This is an optimization exercise on Yosys and OpenROAD, whose aim is small area, not a production implementation. Where RTL was checked, it was by simulation tests only, not by an equivalence proof against the original. Power and IR drop assume default switching activity.

==> run M <==
==> flow/design.v (excerpt) <==
module regfile_sb (
    input logic clk,
    input logic rst_n,
    input logic [4:0] rs1_addr,
    input logic [4:0] rs2_addr,
    output logic [31:0] rs1_rdata,
    output logic [31:0] rs2_rdata,
    output logic rs1_busy,
    output logic rs2_busy,
    input logic issue_valid,
    input logic [4:0] issue_rd,
    input logic wb_valid,
    input logic [4:0] wb_rd,
    input logic [31:0] wb_data,
    input logic flush,
    output logic [5:0] pending_cnt
);
    logic [31:1][31:0] regs;
    logic [31:1][31:0] regs_nx;
    logic [31:1] vld;
    logic [31:1] sb;
    logic [31:1] wdec;    
    logic [31:1] idec;    
    logic [31:1] whit;    
    logic [31:1] rdok;    
    logic [31:1] rbsy;    
    logic [31:1] d1, d2;  
    logic [31:1] s1, s2;  
    logic hit1, hit2;
    always_comb begin
        for (int r = 1; r < 32; r++) begin
            wdec[r] = wb_valid && wb_rd == 5'(r);
            idec[r] = issue_valid && issue_rd == 5'(r);
            d1[r] = rs1_addr == 5'(r);
            d2[r] = rs2_addr == 5'(r);
        end
    end
    assign whit = wdec & {31{rst_n}};
    assign rdok = vld & ~whit;
    assign rbsy = sb & ~whit;
    assign hit1 = rst_n && wb_valid && rs1_addr == wb_rd && rs1_addr != '0;
    assign hit2 = rst_n && wb_valid && rs2_addr == wb_rd && rs2_addr != '0;
    assign s1 = d1 & rdok;
    assign s2 = d2 & rdok;
    for (genvar r = 1; r < 32; r++) begin : g_wr
        regfile_sb_wrow u_wrow (.we(wdec[r]), .we_n(!wdec[r]), .d(wb_data), .q(regs[r]), .y(regs_nx[r]));
    end
  ...
==> module regfile_sb_wrow, before the edit <==
module regfile_sb_wrow (
    input logic we,
    input logic we_n,
    input logic [31:0] d,
    input logic [31:0] q,
    output logic [31:0] y
);
    assign y = ({32{we}} & d) | ({32{we_n}} & q);
endmodule
==> module regfile_sb_rbit, before the edit <==
module regfile_sb_rbit (
    input logic [31:0] s,
    input logic [31:0] v,
    output logic y
);
    logic [10:0] n;
    for (genvar g = 0; g < 10; g++) begin : g_aoi
        regfile_sb_aoi3 u_aoi (.s(s[3*g+:3]), .v(v[3*g+:3]), .y(n[g]));
    end
    assign n[10] = !((s[30] & v[30]) | (s[31] & v[31]));
    assign y = !(&n);
endmodule
==> module regfile_sb, before the edit <==
module regfile_sb (
    input logic clk,
    input logic rst_n,
    input logic [4:0] rs1_addr,
    input logic [4:0] rs2_addr,
    output logic [31:0] rs1_rdata,
    output logic [31:0] rs2_rdata,
    output logic rs1_busy,
    output logic rs2_busy,
    input logic issue_valid,
    input logic [4:0] issue_rd,
    input logic wb_valid,
    input logic [4:0] wb_rd,
    input logic [31:0] wb_data,
    input logic flush,
    output logic [5:0] pending_cnt
);
    logic [31:1][31:0] regs;
    logic [31:1][31:0] regs_nx;
    logic [31:1] vld;
    logic [31:1] sb;
    logic [31:1] wdec;    
    logic [31:1] idec;    
    logic [31:1] whit;    
    logic [31:1] rdok;    
    logic [31:1] rbsy;    
    logic [31:1] d1, d2;  
    logic [31:1] s1, s2;  
    logic hit1, hit2;
    always_comb begin
        for (int r = 1; r < 32; r++) begin
            wdec[r] = wb_valid && wb_rd == 5'(r);
            idec[r] = issue_valid && issue_rd == 5'(r);
            d1[r] = rs1_addr == 5'(r);
            d2[r] = rs2_addr == 5'(r);
        end
    end
    assign whit = wdec & {31{rst_n}};
    assign rdok = vld & ~whit;
    assign rbsy = sb & ~whit;
    assign hit1 = rst_n && wb_valid && rs1_addr == wb_rd && rs1_addr != '0;
    assign hit2 = rst_n && wb_valid && rs2_addr == wb_rd && rs2_addr != '0;
    assign s1 = d1 & rdok;
    assign s2 = d2 & rdok;
    for (genvar r = 1; r < 32; r++) begin : g_wr
        regfile_sb_wrow u_wrow (.we(wdec[r]), .we_n(!wdec[r]), .d(wb_data), .q(regs[r]), .y(regs_nx[r]));
    end
    for (genvar b = 0; b < 32; b++) begin : g_rd
        logic [31:1] col;
        for (genvar r = 1; r < 32; r++) begin : g_col
            assign col[r] = regs[r][b];
        end
        regfile_sb_rbit u_rd1 (.s({s1, hit1}), .v({col, wb_data[b]}), .y(rs1_rdata[b]));
        regfile_sb_rbit u_rd2 (.s({s2, hit2}), .v({col, wb_data[b]}), .y(rs2_rdata[b]));
    end
    assign rs1_busy = |(d1 & rbsy);
    assign rs2_busy = |(d2 & rbsy);
    always_ff @(posedge clk) begin
        regs <= regs_nx;
    end
    always_ff @(posedge clk or negedge rst_n) begin
        if (!rst_n) begin
            vld <= '0;
            sb <= '0;
            pending_cnt <= '0;
        end else begin
            vld <= vld | wdec;
            sb <= flush ? '0 : (sb & ~wdec) | idec;
            pending_cnt <= 6'($countones(sb));
        end
    end
endmodule
Settings: LEC_CHECK=0, CAP_MARGIN=20, CORE_MARGIN=2, CORE_UTILIZATION=55, SLEW_MARGIN=20, SYNTH_HIERARCHICAL=1; clock period 8.0 ns.
standard.sh (not shown) runs the stock make flow with config.mk's settings and CLKGATE_MAP_FILE= SYNTH_SCRIPT=/design/flow/synth_recipe.tcl, a recipe that flattens the netlist after the stock synthesis.
==> flow/flow/run.sh <==
#!/bin/bash
# Standard ORFS layout (the standard.sh, unchanged synthesis) with these changes:
#  - ports get the smallest buffer (buf_1) instead of the one buffer_ports picks;
#  - clock tree synthesis without dummy loads.
set -euo pipefail
cd "$(dirname "$0")/.."
export BUFFER_PORTS_ARGS="-buffer_cell sky130_fd_sc_hd__buf_1"
export CTS_ARGS="-sink_clustering_enable -repair_clock_nets -dont_use_dummy_load${CTS_EXTRA:+ $CTS_EXTRA}"
bash standard.sh finish > flow_make.log 2>&1
==> run A: changes against run M <==
==> flow/design.v (replaced) <==
module regfile_sb_wbit (
    input logic we,
    input logic we_n,
    input logic d,
    input logic q,
    output logic y
);
    assign y = (we & d) | (we_n & q);
endmodule
module regfile_sb_aoi3 (
    input logic [2:0] s,
    input logic [2:0] v,
    output logic y
);
    assign y = !((s[0] & v[0]) | (s[1] & v[1]) | (s[2] & v[2]));
endmodule
module regfile_sb_nand2 (
    input logic s,
    input logic v,
    output logic y
);
    assign y = !(s & v);
endmodule
module regfile_sb_or12n (
    input logic [11:0] n,
    output logic y
);
    assign y = !(&n);
endmodule
module regfile_sb_rbit (
    input logic [31:0] s,
    input logic [31:0] v,
    output logic y
);
    logic [11:0] n;
    for (genvar g = 0; g < 10; g++) begin : g_aoi
        regfile_sb_aoi3 u_aoi (.s(s[3*g+:3]), .v(v[3*g+:3]), .y(n[g]));
    end
    regfile_sb_nand2 u_nd0 (.s(s[30]), .v(v[30]), .y(n[10]));
    regfile_sb_nand2 u_nd1 (.s(s[31]), .v(v[31]), .y(n[11]));
    regfile_sb_or12n u_or (.n(n), .y(y));
endmodule
module regfile_sb_sel (
    input logic [3:0] l,
    input logic [7:0] h,
    input logic [31:1] ok,
    output logic [31:1] s
);
    always_comb begin
        for (int r = 1; r < 32; r++) s[r] = l[r%4] & h[r/4] & ok[r];
    end
endmodule
module regfile_sb_we (
    input logic [3:0] l,
    input logic [7:0] h,
    output logic [31:1] we,
    output logic [31:1] we_n
);
    always_comb begin
        for (int r = 1; r < 32; r++) begin
            we[r] = l[r%4] & h[r/4];
            we_n[r] = !(l[r%4] & h[r/4]);
        end
    end
endmodule
module regfile_sb_ao4 (
    input logic [3:0] s,
    input logic [3:0] v,
    output logic y
);
    assign y = |(s & v);
endmodule
module regfile_sb_ao8 (
    input logic [7:0] s,
    input logic [7:0] v,
    output logic y
);
    assign y = |(s & v);
endmodule
module regfile_sb (
    input logic clk,
    input logic rst_n,
    input logic [4:0] rs1_addr,
    input logic [4:0] rs2_addr,
    output logic [31:0] rs1_rdata,
    output logic [31:0] rs2_rdata,
    output logic rs1_busy,
    output logic rs2_busy,
    input logic issue_valid,
    input logic [4:0] issue_rd,
    input logic wb_valid,
    input logic [4:0] wb_rd,
    input logic [31:0] wb_data,
    input logic flush,
    output logic [5:0] pending_cnt
);
    logic [31:1][31:0] regs;
    logic [31:1][31:0] regs_nx;
    logic [31:1] vld;
    logic [31:1] sb;
    logic wv;             
    logic [31:1] wdec;    
    logic [31:1] idec;    
    logic [31:1] rdok;    
    logic [31:1] rbsy;    
    logic hit1, hit2;
    assign wv = wb_valid && rst_n;
    logic [3:0] wl, il, l1, l2;
    logic [7:0] wh, ih, h1, h2;
    assign wl = (4'b0001 << wb_rd[1:0]) & {4{wv}};
    assign il = (4'b0001 << issue_rd[1:0]) & {4{issue_valid}};
    assign l1 = 4'b0001 << rs1_addr[1:0];
    assign l2 = 4'b0001 << rs2_addr[1:0];
    assign wh = 8'b00000001 << wb_rd[4:2];
    assign ih = 8'b00000001 << issue_rd[4:2];
    assign h1 = 8'b00000001 << rs1_addr[4:2];
    assign h2 = 8'b00000001 << rs2_addr[4:2];
    always_comb begin
        for (int r = 1; r < 32; r++) begin
            wdec[r] = wl[r%4] & wh[r/4];
            idec[r] = il[r%4] & ih[r/4];
        end
    end
    assign rdok = vld & ~wdec;
    assign rbsy = sb & ~wdec;
    assign hit1 = wv && rs1_addr == wb_rd && rs1_addr != '0;
    assign hit2 = wv && rs2_addr == wb_rd && rs2_addr != '0;
    logic [1:0][31:1] s1h, s2h, weh, weh_n;
    for (genvar k = 0; k < 2; k++) begin : g_half
        regfile_sb_sel u_s1 (.l(l1), .h(h1), .ok(rdok), .s(s1h[k]));
        regfile_sb_sel u_s2 (.l(l2), .h(h2), .ok(rdok), .s(s2h[k]));
        regfile_sb_we u_we (.l(wl), .h(wh), .we(weh[k]), .we_n(weh_n[k]));
    end
    for (genvar r = 1; r < 32; r++) begin : g_wr
        for (genvar b = 0; b < 32; b++) begin : g_bit
            regfile_sb_wbit u_wbit (.we(weh[b/16][r]), .we_n(weh_n[b/16][r]), .d(wb_data[b]), .q(regs[r][b]), .y(regs_nx[r][b]));
        end
    end
    for (genvar b = 0; b < 32; b++) begin : g_rd
        logic [31:1] col;
        for (genvar r = 1; r < 32; r++) begin : g_col
            assign col[r] = regs[r][b];
        end
        regfile_sb_rbit u_rd1 (.s({s1h[b/16], hit1}), .v({col, wb_data[b]}), .y(rs1_rdata[b]));
        regfile_sb_rbit u_rd2 (.s({s2h[b/16], hit2}), .v({col, wb_data[b]}), .y(rs2_rdata[b]));
    end
    logic [7:0] g1, g2;
    logic [31:0] rb;
    assign rb = {rbsy, 1'b0};
    for (genvar gj = 0; gj < 8; gj++) begin : g_busy
        regfile_sb_ao4 u_g1 (.s(l1), .v(rb[4*gj+:4]), .y(g1[gj]));
        regfile_sb_ao4 u_g2 (.s(l2), .v(rb[4*gj+:4]), .y(g2[gj]));
    end
    regfile_sb_ao8 u_b1 (.s(h1), .v(g1), .y(rs1_busy));
    regfile_sb_ao8 u_b2 (.s(h2), .v(g2), .y(rs2_busy));
    always_ff @(posedge clk) begin
        regs <= regs_nx;
    end
    always_ff @(posedge clk or negedge rst_n) begin
        if (!rst_n) begin
            vld <= '0;
            sb <= '0;
            pending_cnt <= '0;
        end else begin
            vld <= vld | wdec;
            sb <= flush ? '0 : rbsy | idec;
            pending_cnt <= 6'($countones(sb));
        end
    end
endmodule
==> flow/flow/run.sh (replaced) <==
#!/bin/bash
# The standard layout (standard.sh: unchanged synthesis and ORFS steps), with:
#  - port buffers of the smallest buffer cell (buf_1) in place of the one buffer_ports picks;
#  - clock tree of clkbuf_4 cells over clusters of at most 9 flip-flops, without dummy loads.
# The whole make output goes to flow_make.log; ORFS keeps each step's log under orfs/logs.
set -euo pipefail
export BUFFER_PORTS_ARGS="-buffer_cell sky130_fd_sc_hd__buf_1"
export CTS_ARGS="-sink_clustering_enable -repair_clock_nets -dont_use_dummy_load -buf_list sky130_fd_sc_hd__clkbuf_4 -sink_clustering_size 9 -sink_clustering_max_diameter 50"
bash standard.sh finish > flow_make.log 2>&1
Settings changed: CORE_UTILIZATION 55 to 45, PLACE_DENSITY set to 0.9.
==> results.py <==
metrics = {
    "cells_and_area": {
        "multi_input_area_share": 0.430,
        "nFillCells": 6536,
        "buf_share": 0.0400,
    },
    "critical_path": {
        "endpoint": "rs2_rdata[5]",
        "path_depth": 9,
    },
    "place": {
        "dp_worst_setup_slack_ns": 0.770,
        "placed_cell_area_um2": 46200,
    },
    "run_status": {
        "status": "finished clean",
    },
    "clock_network": {
        "clk-insertion-delay-late_ns": 0.66,
    },
}
# the run above: run M

==> results.py <==
metrics = {
    "clock_network": {
        "clk-insertion-delay-late_ns": 1.17,
    },
    "grt": {
        "grtUsageMet1": 0.425,
    },
    "critical_path": {
        "path_depth": 11,
        "endpoint": "rs1_rdata[24]",
    },
    "run_status": {
        "status": "finished clean",
    },
    "cells_and_area": {
        "nFillCells": 8381,
        "buf_share": 0.0186,
    },
    "place": {
        "placed_cell_area_um2": 45300,
        "dp_worst_setup_slack_ns": 1.25,
    },
}
# the run above: run A

For run M, only the layout was checked, not whether the RTL still works.

========
==> inputs of v32 <==
Another version of the RTL of regfile_sb (not shown whole).
==> module regfile_sb, before the edit <==
module regfile_sb #(
    parameter int XLEN = 32,
    parameter int NREGS = 32,
    parameter int ADDR_W = 5,
    parameter bit BYPASS = 1'b1,
    parameter bit ZERO_REG = 1'b1
) (
    input logic clk,
    input logic rst_n,
    input logic [ADDR_W-1:0] rs1_addr,
    input logic [ADDR_W-1:0] rs2_addr,
    output logic [XLEN-1:0] rs1_rdata,
    output logic [XLEN-1:0] rs2_rdata,
    output logic rs1_busy,
    output logic rs2_busy,
    input logic issue_valid,
    input logic [ADDR_W-1:0] issue_rd,
    input logic wb_valid,
    input logic [ADDR_W-1:0] wb_rd,
    input logic [XLEN-1:0] wb_data,
    input logic flush,
    output logic [ADDR_W:0] pending_cnt
);
    logic [XLEN-1:0] regs [NREGS];
    logic [NREGS-1:0] sb;
    logic [NREGS-1:0] sb_next;
    logic we;
    logic z1;
    logic z2;
    logic hit1;
    logic hit2;
    assign we = wb_valid && !(ZERO_REG && wb_rd == '0);
    assign z1 = ZERO_REG && rs1_addr == '0;
    assign z2 = ZERO_REG && rs2_addr == '0;
    assign hit1 = BYPASS && rst_n && wb_valid && wb_rd == rs1_addr;
    assign hit2 = BYPASS && rst_n && wb_valid && wb_rd == rs2_addr;
    assign rs1_rdata = z1 ? '0 : hit1 ? wb_data : regs[rs1_addr];
    assign rs2_rdata = z2 ? '0 : hit2 ? wb_data : regs[rs2_addr];
    assign rs1_busy = !z1 && !hit1 && sb[rs1_addr];
    assign rs2_busy = !z2 && !hit2 && sb[rs2_addr];
    always_comb begin
        sb_next = sb;
        if (wb_valid) sb_next[wb_rd] = 1'b0;
        if (issue_valid) sb_next[issue_rd] = 1'b1;
        if (flush) sb_next = '0;
        if (ZERO_REG) sb_next[0] = 1'b0;
    end
    always_ff @(posedge clk or negedge rst_n) begin
        if (!rst_n) begin
            for (int i = 0; i < NREGS; i++) regs[i] <= '0;
            sb <= '0;
            pending_cnt <= '0;
        end else begin
            if (we) regs[wb_rd] <= wb_data;
            sb <= sb_next;
            pending_cnt <= (ADDR_W + 1)'($countones(sb));
        end
    end
endmodule
==> flow/config.mk <==
export PLATFORM = sky130hd
export DESIGN_NAME = regfile_sb
export DESIGN_NICKNAME = regfile_sb
export VERILOG_FILES = /design/flow/design.v
export SDC_FILE = /design/flow/constraint.sdc
export NUM_CORES = 4
export LEC_CHECK = 0
export CAP_MARGIN = 20
export CORE_MARGIN = 2
export CORE_UTILIZATION = 30
export SLEW_MARGIN = 20
==> flow/constraint.sdc <==
create_clock -name core_clock -period 8.0 [get_ports {clk}]
set_input_delay 1.6000 -clock core_clock [delete_from_list [all_inputs] [get_ports {clk}]]
set_output_delay 1.6000 -clock core_clock [all_outputs]
set_load 0.01 [all_outputs]
run.sh (not shown) runs the stock make flow with config.mk's settings and CLKGATE_MAP_FILE= SYNTH_SCRIPT=/design/flow/synth_recipe.tcl, a recipe that flattens the netlist after the stock synthesis.
Stock flow here: none of the scripts above is used.
==> v1 (differences from v32) <==
==> flow/design.v (replaced) <==
module regfile_sb_wrow (
    input logic we,
    input logic we_n,
    input logic [31:0] d,
    input logic [31:0] q,
    output logic [31:0] y
);
    assign y = ({32{we}} & d) | ({32{we_n}} & q);
endmodule
module regfile_sb_aoi3 (
    input logic [2:0] s,
    input logic [2:0] v,
    output logic y
);
    assign y = !((s[0] & v[0]) | (s[1] & v[1]) | (s[2] & v[2]));
endmodule
module regfile_sb_aoi2 (
    input logic [1:0] s,
    input logic [1:0] v,
    output logic y
);
    assign y = !((s[0] & v[0]) | (s[1] & v[1]));
endmodule
module regfile_sb_rbit (
    input logic [31:0] s,
    input logic [31:0] v,
    output logic y
);
    logic [10:0] n;
    for (genvar g = 0; g < 10; g++) begin : g_aoi
        regfile_sb_aoi3 u_aoi (.s(s[3*g+:3]), .v(v[3*g+:3]), .y(n[g]));
    end
    regfile_sb_aoi2 u_aoi2 (.s(s[31:30]), .v(v[31:30]), .y(n[10]));
    assign y = !(&n);
endmodule
module regfile_sb (
    input logic clk,
    input logic rst_n,
    input logic [4:0] rs1_addr,
    input logic [4:0] rs2_addr,
    output logic [31:0] rs1_rdata,
    output logic [31:0] rs2_rdata,
    output logic rs1_busy,
    output logic rs2_busy,
    input logic issue_valid,
    input logic [4:0] issue_rd,
    input logic wb_valid,
    input logic [4:0] wb_rd,
    input logic [31:0] wb_data,
    input logic flush,
    output logic [5:0] pending_cnt
);
    logic [31:1][31:0] regs;
    logic [31:1][31:0] regs_nx;
    logic [31:1] vld;
    logic [31:1] sb;
    logic [31:1] wdec;    
    logic [31:1] idec;    
    logic [31:1] whit;    
    logic [31:1] rdok;    
    logic [31:1] rbsy;    
    logic [31:1] d1, d2;  
    logic [31:1] s1, s2;  
    logic hit1, hit2;
    always_comb begin
        for (int r = 1; r < 32; r++) begin
            wdec[r] = wb_valid && wb_rd == 5'(r);
            idec[r] = issue_valid && issue_rd == 5'(r);
            d1[r] = rs1_addr == 5'(r);
            d2[r] = rs2_addr == 5'(r);
        end
    end
    assign whit = wdec & {31{rst_n}};
    assign rdok = vld & ~whit;
    assign rbsy = sb & ~whit;
    assign hit1 = |(d1 & whit);
    assign hit2 = |(d2 & whit);
    assign s1 = d1 & rdok;
    assign s2 = d2 & rdok;
    for (genvar r = 1; r < 32; r++) begin : g_wr
        regfile_sb_wrow u_wrow (.we(wdec[r]), .we_n(!wdec[r]), .d(wb_data), .q(regs[r]), .y(regs_nx[r]));
    end
    for (genvar b = 0; b < 32; b++) begin : g_rd
        logic [31:1] col;
        for (genvar r = 1; r < 32; r++) begin : g_col
            assign col[r] = regs[r][b];
        end
        regfile_sb_rbit u_rd1 (.s({s1, hit1}), .v({col, wb_data[b]}), .y(rs1_rdata[b]));
        regfile_sb_rbit u_rd2 (.s({s2, hit2}), .v({col, wb_data[b]}), .y(rs2_rdata[b]));
    end
    assign rs1_busy = |(d1 & rbsy);
    assign rs2_busy = |(d2 & rbsy);
    always_ff @(posedge clk) begin
        regs <= regs_nx;
    end
    always_ff @(posedge clk or negedge rst_n) begin
        if (!rst_n) begin
            vld <= '0;
            sb <= '0;
            pending_cnt <= '0;
        end else begin
            vld <= vld | wdec;
            sb <= flush ? '0 : (sb & ~wdec) | idec;
            pending_cnt <= 6'($countones(sb));
        end
    end
endmodule
Settings changed: SYNTH_HIERARCHICAL set to 1.
==> v28 (differences from v32) <==
==> flow/design.v (replaced) <==
module regfile_sb_wrow (
    input logic we,
    input logic we_n,
    input logic [31:0] d,
    input logic [31:0] q,
    output logic [31:0] y
);
    assign y = ({32{we}} & d) | ({32{we_n}} & q);
endmodule
module regfile_sb_aoi3 (
    input logic [2:0] s,
    input logic [2:0] v,
    output logic y
);
    assign y = !((s[0] & v[0]) | (s[1] & v[1]) | (s[2] & v[2]));
endmodule
module regfile_sb_rbit (
    input logic [31:0] s,
    input logic [31:0] v,
    output logic y
);
    logic [10:0] n;
    for (genvar g = 0; g < 10; g++) begin : g_aoi
        regfile_sb_aoi3 u_aoi (.s(s[3*g+:3]), .v(v[3*g+:3]), .y(n[g]));
    end
    assign n[10] = !((s[30] & v[30]) | (s[31] & v[31]));
    assign y = !(&n);
endmodule
module regfile_sb (
    input logic clk,
    input logic rst_n,
    input logic [4:0] rs1_addr,
    input logic [4:0] rs2_addr,
    output logic [31:0] rs1_rdata,
    output logic [31:0] rs2_rdata,
    output logic rs1_busy,
    output logic rs2_busy,
    input logic issue_valid,
    input logic [4:0] issue_rd,
    input logic wb_valid,
    input logic [4:0] wb_rd,
    input logic [31:0] wb_data,
    input logic flush,
    output logic [5:0] pending_cnt
);
    logic [31:1][31:0] regs;
    logic [31:1][31:0] regs_nx;
    logic [31:1] vld;
    logic [31:1] sb;
    logic wv;             
    logic [31:1] wdec;    
    logic [31:1] idec;    
    logic [31:1] rdok;    
    logic [31:1] rbsy;    
    logic [31:1] d1, d2;  
    logic [31:1] s1, s2;  
    logic hit1, hit2;
    assign wv = wb_valid && rst_n;
    always_comb begin
        for (int r = 1; r < 32; r++) begin
            wdec[r] = wv && wb_rd == 5'(r);
            idec[r] = issue_valid && issue_rd == 5'(r);
            d1[r] = rs1_addr == 5'(r);
            d2[r] = rs2_addr == 5'(r);
        end
    end
    assign rdok = vld & ~wdec;
    assign rbsy = sb & ~wdec;
    assign hit1 = wv && rs1_addr == wb_rd && rs1_addr != '0;
    assign hit2 = wv && rs2_addr == wb_rd && rs2_addr != '0;
    assign s1 = d1 & rdok;
    assign s2 = d2 & rdok;
    for (genvar r = 1; r < 32; r++) begin : g_wr
        regfile_sb_wrow u_wrow (.we(wdec[r]), .we_n(!wdec[r]), .d(wb_data), .q(regs[r]), .y(regs_nx[r]));
    end
    for (genvar b = 0; b < 32; b++) begin : g_rd
        logic [31:1] col;
        for (genvar r = 1; r < 32; r++) begin : g_col
            assign col[r] = regs[r][b];
        end
        regfile_sb_rbit u_rd1 (.s({s1, hit1}), .v({col, wb_data[b]}), .y(rs1_rdata[b]));
        regfile_sb_rbit u_rd2 (.s({s2, hit2}), .v({col, wb_data[b]}), .y(rs2_rdata[b]));
    end
    assign rs1_busy = |(d1 & rbsy);
    assign rs2_busy = |(d2 & rbsy);
    always_ff @(posedge clk) begin
        regs <= regs_nx;
    end
    always_ff @(posedge clk or negedge rst_n) begin
        if (!rst_n) begin
            vld <= '0;
            sb <= '0;
            pending_cnt <= '0;
        end else begin
            vld <= vld | wdec;
            sb <= flush ? '0 : rbsy | idec;
            pending_cnt <= 6'($countones(sb));
        end
    end
endmodule
Settings changed: SYNTH_HIERARCHICAL set to 1.
==> qor summary <==
| metric | v28 | v32 | v1 |
|---|---|---|---|
| GR Util met3 | 7.91% | 13.2% | 8.92% |
| Hold path startpoint | vld[25] | regs[7][18] | vld[2] |
| Status | timing/DRC/antenna clean | timing/DRC/antenna clean | timing/DRC/antenna clean |
| Die Wd | 389 µm | 432 µm | 393 µm |
| Logic pwr share | 9.6% | 15.3% | 13.3% |
| Wire length on met3 | 30900 µm | 43900 µm | 33800 µm |
| Count of cells along the worst register-to-register path | 17 | 15 | 17 |
| Sequential share of cell area | 41.8% | 40.1% | 41.1% |
| Detailed Route WL | 201000 µm | 301000 µm | 217000 µm |
| Count of multi-input gates | 2407 | 3339 | 2488 |
| Core area | 148000 µm² | 183000 µm² | 150000 µm² |
| Part of the power in the clock network | 41.0% | 37.6% | 36.3% |
| Highest metal layer used by the detailed router | met4 | met5 | met4 |
| Multiplexer share of the synthesized area | 0.0225% | 21.3% | 0.0690% |
| Synthesized-area fraction occupied by ao, oa, aoi and oai cells | 36.8% | 13.6% | 37.4% |
| CP dominant cell by count | - | buf_4 | clkdlybuf4s50_1 |
| Maximum number of pins on one net before global-route repair | 42 | 154 | 59 |
| End point of the critical path | rs1_rdata[4] | rs1_rdata[9] | rs1_rdata[28] |
| Worst setup slack after layout | 0.523 ns | 0.438 ns | 0.170 ns |
| Flop-to-flop setup slack | 3.09 ns | 3.09 ns | 3.01 ns |
| Final Cell Area | 51600 µm² | 64200 µm² | 52500 µm² |
| Internal power summed over all cells | 9840 µW | 10800 µW | 10100 µW |
| Routed wire per std cell | 33.5 µm | 40.5 µm | 35.1 µm |
| Power in combinational cells | 1280 µW | 2360 µW | 1880 µW |
The RTL of v1 was laid out without a check of its function.

[afterwards: timing with drivers on the ports]
The flow's constraints put no driver on any port. The routed layouts listed below were extracted and timed again, unchanged, in two steps.
Step 1 (the two cells are an assumption about what drives the block):
set clk [get_ports {clk}]
set_driving_cell -lib_cell sky130_fd_sc_hd__clkbuf_16 $clk
set_driving_cell -lib_cell sky130_fd_sc_hd__buf_2 [delete_from_list [all_inputs] $clk]
Step 2 adds t to the input delays and takes it off the output delays; t is the mean of the earliest and latest rising clock arrival at the registers after step 1. Input paths then give back, and output paths get back, about the clock's delay inside the block.
a / b / c = ideal ports / drivers / drivers and shift; a / b = the first two.
run	t, ns	slack for setup (ns)	pins driven straight from the clock port
run M	0.734	0.192 / 0.164 / 0.164	1
run A	1.132	0.794 / 0.759 / 0.759	1
v32	0.864	0.438 / 0.417 / 0.417	1
v1	0.788	0.170 / 0.134 / 0.134	1
v28	0.796	0.523 / 0.497 / 0.497	1
After both steps setup and hold are still met in every run listed. The setup slack of v1, which loses most, moves by -0.036 ns with the drivers and by -0.036 ns with both steps.
